Context: an optimization exercise on an open-source flow, tuned for small area. The choices shown serve that exercise and are no tape-out recipe. Function was checked by simulation only, so behaviour that the tests miss may differ from the original.

job 101:
==> flow/design.v <==
module clk_div_multi #(
    parameter int          N_CH        = 4,
    parameter int          CH_W        = 2,
    parameter int          CNT_W       = 32,
    parameter int unsigned DEFAULT_DIV = 100000000
) (
    input  logic             clk,
    input  logic             rst,
    input  logic             sync,
    input  logic             wr_en,
    input  logic [CH_W-1:0]  wr_ch,
    input  logic [CNT_W-1:0] wr_div,
    output logic [N_CH-1:0]  clkout,
    output logic [N_CH-1:0]  tick,
    output logic [N_CH-1:0]  pending
);
    localparam int               HW      = CNT_W - 1;
    localparam logic [CNT_W-1:0] DEF_DIV = CNT_W'(DEFAULT_DIV);
    localparam logic             DEF_HZ  = (DEF_DIV[CNT_W-1:1] == '0);
    localparam logic [HW-1:0]    CNT_RST  = DEF_DIV[CNT_W-1:1];
    localparam logic [HW-1:0]    CNT_RST1 = CNT_RST - 1'b1;
    logic force_load;
    assign force_load = sync;
    logic fresh;
    always_ff @(posedge clk or posedge rst) begin
        if (rst) fresh <= 1'b1;
        else     fresh <= 1'b0;
    end
    logic             wr_hz;
    logic [CNT_W-1:0] wd;
    logic             wd_hz;
    assign wr_hz = (wr_div[CNT_W-1:1] == '0);
    assign wd    = fresh ? DEF_DIV : wr_div;
    assign wd_hz = fresh ? DEF_HZ : wr_hz;
    for (genvar i = 0; i < N_CH; i++) begin : g_ch
        logic [CNT_W-1:0] reg_a;
        logic [CNT_W-1:0] reg_b;
        logic             a_hz;
        logic             b_hz;
        logic [HW-1:0]    cnt_nq;
        logic [HW-1:0]    cnt_q;
        logic             ptr_q;
        logic             shd_q;
        logic             ph_q;
        logic             wr_hit;
        logic             d_hz, d_0;
        logic             d_zero, d_one;
        logic             cnt_hz;
        logic             p_end;
        logic [HW-1:0]    dec;
        logic             tick_c;
        logic             load;
        logic             ldv;
        logic             sw;
        logic             s_sel;
        logic             use_a, use_b, use_c;
        logic [HW-1:0]    cnt_n;
        logic [HW:0]      brw;
        logic             ptr_n;
        logic             shd_n;
        logic             ph_n;
        logic             wr_a, wr_b;
        always_comb begin
            cnt_q  = ~cnt_nq;
            wr_hit = wr_en && (wr_ch == CH_W'(i));
            d_hz   = ptr_q ? b_hz : a_hz;
            d_0    = ptr_q ? reg_b[0] : reg_a[0];
            d_zero = d_hz && !d_0;
            d_one  = d_hz && d_0;
            cnt_hz = (cnt_q[HW-1:1] == '0);
            p_end  = cnt_hz && (cnt_q[0] ^ (!ph_q && d_0));
            tick_c = p_end && (ph_q || d_one) && !fresh;
            load   = tick_c || d_zero || force_load;
            ldv    = load && !fresh;
            sw     = p_end && !ph_q;
            s_sel  = ptr_q ^ shd_q;
            use_a  = ldv ? !s_sel : (sw && !ptr_q && !fresh);
            use_b  = ldv ?  s_sel : (sw &&  ptr_q && !fresh);
            use_c  = !ldv && !sw && !fresh;
            brw[0] = 1'b1;
            for (int k = 0; k < HW; k++) begin
                dec[k]     = cnt_q[k] ^ brw[k];
                brw[k+1]   = brw[k] & !cnt_q[k];
            end
            cnt_n  = ({HW{use_a}} & reg_a[CNT_W-1:1]) |
                     ({HW{use_b}} & reg_b[CNT_W-1:1]) |
                     ({HW{use_c}} & dec) |
                     ({HW{fresh}} & (force_load ? CNT_RST : CNT_RST1));
            ph_n   = !load && (ph_q || p_end) && !fresh;
            ptr_n  = ptr_q ^ (load && shd_q);
            shd_n  = wr_hit || (shd_q && !load);
            wr_a   = wr_hit &&  ptr_n;
            wr_b   = wr_hit && !ptr_n;
        end
        always_ff @(posedge clk or posedge rst) begin
            if (rst) begin
                ptr_q <= 1'b0;
                shd_q <= 1'b0;
                ph_q  <= 1'b0;
            end else begin
                ptr_q <= ptr_n;
                shd_q <= shd_n;
                ph_q  <= ph_n;
            end
        end
        always_ff @(posedge clk) begin
            cnt_nq <= ~cnt_n;
            if (wr_a || fresh) begin
                reg_a <= wd;
                a_hz  <= wd_hz;
            end
            if (wr_b) begin
                reg_b <= wr_div;
                b_hz  <= wr_hz;
            end
        end
        assign clkout[i]  = ph_q;
        assign tick[i]    = tick_c;
        assign pending[i] = shd_q && (reg_a != reg_b);
    end
endmodule
clock: 10.0 ns
lec_check: 0
cap_margin: 20
core_margin: 2
core_utilization: 40
slew_margin: 20
standard.sh (not shown) runs the stock make flow with config.mk's settings and CLKGATE_MAP_FILE= SYNTH_SCRIPT=/design/flow/synth_recipe.tcl, a recipe that flattens the netlist after the stock synthesis.
==> flow/flow/run.sh <==
#!/bin/bash
# Own layout flow: the standard ORFS flow (standard.sh) with these changes.
#  1. Synthesis runs the standard flow's synthesis script (synth_recipe.tcl) unchanged, but with an
#     area-oriented ABC mapping script (flow/abc_area.script) and without Yosys's
#     half/full-adder extraction (ADDER_MAP_FILE empty), so ABC maps the counters'
#     ripple chains itself. Registers are untouched by either change.
#  2. CTS uses clkbuf_8 clock buffers, sink clusters of up to 16 flip-flops, and no
#     dummy loads.
#  3. Ports are buffered with buf_1.
# Every other step is standard.sh's, with the design's settings. Each make run's full
# output goes to its own log here; ORFS's per-step logs are under orfs/logs/.
set -euo pipefail
HERE=$(pwd)

# Synthesis scripts: ORFS's, with the ABC script replaced.
rm -rf "$HERE/synth_scripts"
cp -r "$FLOW_HOME/scripts" "$HERE/synth_scripts"
cp "$HERE/flow/abc_area.script" "$HERE/synth_scripts/abc_speed.script"

bash standard.sh SCRIPTS_DIR="$HERE/synth_scripts" ADDER_MAP_FILE= synth > "$HERE/synth.log" 2>&1

bash standard.sh \
  "CTS_ARGS=-sink_clustering_enable -repair_clock_nets -dont_use_dummy_load -buf_list sky130_fd_sc_hd__clkbuf_8 -sink_clustering_size 16 -sink_clustering_max_diameter 60" \
  "BUFFER_PORTS_ARGS=-buffer_cell sky130_fd_sc_hd__buf_1" \
  finish > "$HERE/layout.log" 2>&1
==> flow/flow/abc_area.script <==
&get -n
&st
&dch
&nf -R 1000 -p
&put
Job 101 finished all stages; the layout is clean.
What job 102 does differently from job 101 at the input level:
==> flow/design.v <==
module clk_div_multi #(
    parameter int          N_CH        = 4,
    parameter int          CH_W        = 2,
    parameter int          CNT_W       = 32,
    parameter int unsigned DEFAULT_DIV = 100000000
) (
    input  logic             clk,
    input  logic             rst,
    input  logic             sync,
    input  logic             wr_en,
    input  logic [CH_W-1:0]  wr_ch,
    input  logic [CNT_W-1:0] wr_div,
    output logic [N_CH-1:0]  clkout,
    output logic [N_CH-1:0]  tick,
    output logic [N_CH-1:0]  pending
);
    localparam int               HW      = CNT_W - 1;
    localparam logic [CNT_W-1:0] DEF_DIV = CNT_W'(DEFAULT_DIV);
    localparam logic             DEF_HZ  = (DEF_DIV[CNT_W-1:1] == '0);
    localparam logic [HW-1:0]    CNT_RST = DEF_DIV[CNT_W-1:1] - HW'(!DEF_DIV[0]);
    localparam logic [HW-1:0]    CNT_RST1 = CNT_RST - HW'(CNT_RST != '0);
    logic force_load;
    assign force_load = sync;
    logic fresh;
    always_ff @(posedge clk or posedge rst) begin
        if (rst) fresh <= 1'b1;
        else     fresh <= 1'b0;
    end
    logic             wr_hz;
    logic [CNT_W-1:0] wd;
    logic             wd_hz;
    assign wr_hz = (wr_div[CNT_W-1:1] == '0);
    assign wd    = fresh ? DEF_DIV : wr_div;
    assign wd_hz = fresh ? DEF_HZ : wr_hz;
    for (genvar i = 0; i < N_CH; i++) begin : g_ch
        logic [CNT_W-1:0] reg_a;
        logic [CNT_W-1:0] reg_b;
        logic             a_hz;
        logic             b_hz;
        logic [HW-1:0]    cnt_q;
        logic             ptr_q;
        logic             shd_q;
        logic             ph_q;
        logic             wr_hit;
        logic             d_hz, d_0, s_0;
        logic             d_zero, d_one;
        logic             cnt_z;
        logic             tick_c;
        logic             load;
        logic             ldv;
        logic             sw;
        logic             s_sel;
        logic             use_a, use_b, use_c;
        logic [HW-1:0]    mval;
        logic             bin;
        logic [HW-1:0]    cnt_n;
        logic [HW:0]      brw;
        logic             ptr_n;
        logic             shd_n;
        logic             ph_n;
        logic             wr_a, wr_b;
        always_comb begin
            wr_hit = wr_en && (wr_ch == CH_W'(i));
            d_hz   = ptr_q ? b_hz : a_hz;
            d_0    = ptr_q ? reg_b[0] : reg_a[0];
            d_zero = d_hz && !d_0;
            d_one  = d_hz && d_0;
            cnt_z  = (cnt_q == '0);
            tick_c = cnt_z && (ph_q || d_one) && !fresh;
            load   = tick_c || d_zero || force_load;
            ldv    = load && !fresh;
            sw     = cnt_z && !ph_q;
            s_sel  = ptr_q ^ shd_q;
            s_0    = s_sel ? reg_b[0] : reg_a[0];
            use_a  = ldv ? !s_sel : (sw && !ptr_q && !fresh);
            use_b  = ldv ?  s_sel : (sw &&  ptr_q && !fresh);
            use_c  = !ldv && !sw && !fresh;
            mval   = ({HW{use_a}} & reg_a[CNT_W-1:1]) |
                     ({HW{use_b}} & reg_b[CNT_W-1:1]) |
                     ({HW{use_c}} & cnt_q);
            bin    = !(ldv && s_0) && !fresh;
            brw[0] = bin;
            for (int k = 0; k < HW; k++) begin
                cnt_n[k]   = mval[k] ^ brw[k];
                brw[k+1]   = brw[k] & !mval[k];
            end
            cnt_n = cnt_n | ({HW{fresh}} & (force_load ? CNT_RST : CNT_RST1));
            ph_n   = !load && (ph_q || cnt_z) && !fresh;
            ptr_n  = ptr_q ^ (load && shd_q);
            shd_n  = wr_hit || (shd_q && !load);
            wr_a   = wr_hit &&  ptr_n;
            wr_b   = wr_hit && !ptr_n;
        end
        always_ff @(posedge clk or posedge rst) begin
            if (rst) begin
                ptr_q <= 1'b0;
                shd_q <= 1'b0;
                ph_q  <= 1'b0;
            end else begin
                ptr_q <= ptr_n;
                shd_q <= shd_n;
                ph_q  <= ph_n;
            end
        end
        always_ff @(posedge clk) begin
            cnt_q <= cnt_n;
            if (wr_a || fresh) begin
                reg_a <= wd;
                a_hz  <= wd_hz;
            end
            if (wr_b) begin
                reg_b <= wr_div;
                b_hz  <= wr_hz;
            end
        end
        assign clkout[i]  = ph_q;
        assign tick[i]    = tick_c;
        assign pending[i] = shd_q && (reg_a != reg_b);
    end
endmodule
### Flow results
Total routing usage reported by global routing was lower in the run labelled job 102. | maximum VDD drop | job 102 vs job 101 | better |. Between job 101 and job 102, the fraction of synthesized cell area in xor and xnor cells figures differ only marginally. Looking at worst setup path category, the input port to flip-flop result is from job 102; the flip-flop to output port one comes from job 101. Job 102 against job 101: wire length has decreased, clock buffer instance count of the final layout has increased.

## static timing again, ports no longer ideal
No port has a modelled driver above. Below, the same layouts with a new extraction and two added sets of constraints. Step 1: set_driving_cell puts a clkbuf_16 on clk and a buf_2 on each other input, an assumption about the parent block. Step 2 also shifts input and output timing later by t, the mid clock arrival at the registers, as if the neighbouring blocks saw the same clock. a / b / c = ideal / step 1 / step 2; a / b = the first two.
run | t (ns) | setup WS [ns] | hold slack, ns
job 101 | 0.668 | 5.169 / 5.122 / 5.252 | 0.466 / 0.466 / 0.466
job 102 | 0.597 | 1.532 / 1.562 / 0.964 | 0.565 / 0.565 / 0.565
After both steps every run listed still meets setup and hold. For job 102, which loses most, drivers alone change the setup slack by +0.030 ns; drivers and shift together by -0.568 ns.
